Source: an optimization exercise on an open RTL-to-GDS flow (aim: small area). Production flows keep margins and buffers that such runs may drop. Where RTL was checked, it was by simulation tests only, not by an equivalence proof against the original.

Setup of rev 12:
// pdm_capture_pipeline
module pdm_capture_pipeline #(
  parameter int CHANNELS   = 4,
  parameter int CIC_ORDER  = 3,
  parameter int CIC_DELAY  = 1,
  parameter int ACC_WIDTH  = 32,
  parameter int PCM_WIDTH  = 16,
  parameter int FIFO_DEPTH = 8,
  localparam int CH_W  = (CHANNELS > 1) ? $clog2(CHANNELS) : 1,
  localparam int CNT_W = $clog2(FIFO_DEPTH) + 1
) (
  input  logic                 clk_i,
  input  logic                 rst_n_i,
  input  logic                 clk_en_i,
  input  logic                 pdm_i,
  input  logic                 pdm_valid_i,
  input  logic [CH_W-1:0]      pdm_channel_i,
  input  logic [6:0]           decimation_i,
  input  logic [4:0]           norm_shift_i,
  input  logic [15:0]          gain_i,
  output logic [PCM_WIDTH-1:0] pcm_o,
  output logic [CH_W-1:0]      pcm_channel_o,
  output logic                 pcm_valid_o,
  input  logic                 pcm_ready_i,
  output logic [CNT_W-1:0]     fifo_count_o,
  output logic                 overflow_o,
  input  logic                 clear_overflow_i
);
Size: ~520 flip-flops, ~61 I/O pins, roughly 29,000 um^2 of cells after synthesis.
Settings: LEC_CHECK=0, ABC_AREA=1, CAP_MARGIN=20, CORE_MARGIN=2, CORE_UTILIZATION=40, CTS_BUF_LIST=sky130_fd_sc_hd__clkbuf_8, CTS_CLUSTER_DIAMETER=60, CTS_CLUSTER_SIZE=16, PLACE_DENSITY=0.75, SLEW_MARGIN=20, SYNTH_HIERARCHICAL=1, SYNTH_MINIMUM_KEEP_SIZE=0; clock period 11.0 ns.
standard.sh (not shown) runs the stock make flow with config.mk's settings and CLKGATE_MAP_FILE= SYNTH_SCRIPT=/design/flow/synth_recipe.tcl, a recipe that flattens the netlist after the stock synthesis.
==> flow/flow/run.sh <==
#!/bin/bash
# The standard layout (standard.sh: the standard synthesis, then ORFS to finish) with three
# changes:
#  - Yosys's ABC technology mapping uses flow/abc_area.script (area-oriented &nf mapping, with
#    no buffering or sizing: the layout's repair steps size and buffer the netlist); the
#    ORFS scripts are copied to scripts_area/ with only that file replaced;
#  - the port buffers that global placement inserts are the smallest buffer cell;
#  - clock tree synthesis inserts no dummy loads.
# Each make run's full output goes to its own log here; ORFS keeps each step's log under
# orfs/logs/.
set -euo pipefail
rm -rf scripts_area
cp -r "$FLOW_HOME/scripts" scripts_area
cp flow/abc_area.script scripts_area/abc_area.script
export BUFFER_PORTS_ARGS="-buffer_cell sky130_fd_sc_hd__buf_1"
export CTS_ARGS="-sink_clustering_enable -repair_clock_nets -sink_clustering_size 12 -sink_clustering_max_diameter 50 -buf_list {sky130_fd_sc_hd__clkbuf_4 sky130_fd_sc_hd__clkbuf_8} -dont_use_dummy_load"
bash standard.sh SCRIPTS_DIR="$PWD/scripts_area" synth > flow_synth.log 2>&1
bash standard.sh finish > flow_make.log 2>&1
==> flow/flow/abc_area.script <==
strash
&get -n
&st
&dch
&nf -R 200
&put
topo
stime -c
The following lists how rev 13 was set up differently from rev 12:
- GPL_TIMING_DRIVEN newly set to 0
diff --git a/flow/flow/run.sh b/flow/flow/run.sh
--- a/flow/flow/run.sh
+++ b/flow/flow/run.sh
@@ -16 +16 @@
-export CTS_ARGS="-sink_clustering_enable -repair_clock_nets -sink_clustering_size 12 -sink_clustering_max_diameter 50 -buf_list {sky130_fd_sc_hd__clkbuf_4 sky130_fd_sc_hd__clkbuf_8} -dont_use_dummy_load"
+export CTS_ARGS="-sink_clustering_enable -repair_clock_nets -sink_clustering_size 10 -sink_clustering_max_diameter 40 -buf_list sky130_fd_sc_hd__clkbuf_4 -dont_use_dummy_load"
Notes after the runs:
Cmp rev 13 vs rev 12: number of clock buffers in the layout higher in rev 13
Global-route usage over all layers ended up 0.18 points lower on rev 13 than on rev 12.
Diff rev 12 -> rev 13 | detailed-route via count | up slightly


Another version of the RTL of pdm_capture_pipeline (not shown whole).
Size in the first run: ~2,800 cells after synthesis, roughly 520 flip-flops, about 0.031 mm2 of cells after synthesis.
Design pdm_capture_pipeline, start of the top module:
module pdm_capture_pipeline #(
  parameter int CHANNELS   = 4,
  parameter int CIC_ORDER  = 3,
  parameter int CIC_DELAY  = 1,
  parameter int ACC_WIDTH  = 32,
  parameter int PCM_WIDTH  = 16,
  parameter int FIFO_DEPTH = 8,
  localparam int CH_W  = (CHANNELS > 1) ? $clog2(CHANNELS) : 1,
  localparam int CNT_W = $clog2(FIFO_DEPTH) + 1
) (
  input  logic                 clk_i,
  input  logic                 rst_n_i,
  input  logic                 clk_en_i,
  input  logic                 pdm_i,
  input  logic                 pdm_valid_i,
  input  logic [CH_W-1:0]      pdm_channel_i,
  input  logic [6:0]           decimation_i,
  input  logic [4:0]           norm_shift_i,
  input  logic [15:0]          gain_i,
  output logic [PCM_WIDTH-1:0] pcm_o,
  output logic [CH_W-1:0]      pcm_channel_o,
  output logic                 pcm_valid_o,
  input  logic                 pcm_ready_i,
  output logic [CNT_W-1:0]     fifo_count_o,
  output logic                 overflow_o,
  input  logic                 clear_overflow_i
);
Settings: LEC_CHECK=0, ABC_AREA=1, CAP_MARGIN=5, CORE_MARGIN=2, CORE_UTILIZATION=60, CTS_BUF_LIST=sky130_fd_sc_hd__clkbuf_8, CTS_CLUSTER_DIAMETER=60, CTS_CLUSTER_SIZE=16, SLEW_MARGIN=5, SYNTH_HIERARCHICAL=1, SYNTH_MINIMUM_KEEP_SIZE=0; clock period 11.0 ns.
run.sh (not shown) runs the stock make flow with config.mk's settings and CLKGATE_MAP_FILE= SYNTH_SCRIPT=/design/flow/synth_recipe.tcl, a recipe that flattens the netlist after the stock synthesis.
Stock flow here: none of the scripts above is used.
==> next run, changes <==
CAP_MARGIN = 20   (was 5)
CORE_UTILIZATION = 40   (was 60)
SLEW_MARGIN = 20   (was 5)
What happened:
- cell area grows by 1.2%
- synthesized cell count stays the same
- sequential share of layout area is lower by 0.54 points
- utilization went down by 21 points
- first-iteration DRC count is lower by 20%
- via count barely changes
- count of clock-buffer cells in the layout is lower by 1
==> next run, changes <==
CTS_BUF_LIST = sky130_fd_sc_hd__clkbuf_16   (was sky130_fd_sc_hd__clkbuf_8)
CTS_CLUSTER_DIAMETER = 100   (was 60)
CTS_CLUSTER_SIZE = 30   (was 16)
Sequential cell count stays the same.
Hold slack barely changes.
Final cell count is lower by about 0.8%.
Wire length is lower by about 0.9%.
Synthesized cell count is unchanged.
Clock-buffer cell count is lower by 18.
Global-route usage is lower by 0.24 points.
No run of this note included a check of the RTL's function; only the layout flow was run.

separate check: timing with driven ports:
Ports are ideal in the flow. The routed layouts listed here were re-timed in OpenROAD.
Step 1 (the two cells are an assumption about what drives the block):
set clk [get_ports {clk_i}]
set_driving_cell -lib_cell sky130_fd_sc_hd__clkbuf_16 $clk
set_driving_cell -lib_cell sky130_fd_sc_hd__buf_2 [delete_from_list [all_inputs] $clk]
Step 2, shift: input delay + t, output delay - t, t = (earliest + latest rising clock arrival at the registers) / 2. This alone moves slack from input paths to output paths.
a / b / c = ideal ports / drivers / drivers and shift; a / b = the first two.
run	shift t [ns]	setup WS [ns]	worst setup path at the end	clock arrival spread, ns	worst register clock-pin slew, ns
rev 12	0.701	0.353 / 0.353 / 0.353	register to register	0.147 / 0.147	0.09 / 0.09
rev 13	0.795	0.395 / 0.395 / 0.393	input to register	0.191 / 0.191	0.11 / 0.11
the first run of note 2	0.704	0.487 / 0.487 / 0.414	input to register	0.045 / 0.045	0.10 / 0.10
the second run of note 2	0.684	0.488 / 0.488 / 0.366	input to register	0.039 / 0.039	0.11 / 0.11
the third run of note 2	0.630	0.428 / 0.428 / 0.382	input to register	0.034 / 0.034	0.11 / 0.11
After both steps every run listed still meets setup and hold. For the second run of note 2, which loses most, drivers alone change the setup slack by 0.000 ns; drivers and shift together by -0.122 ns.
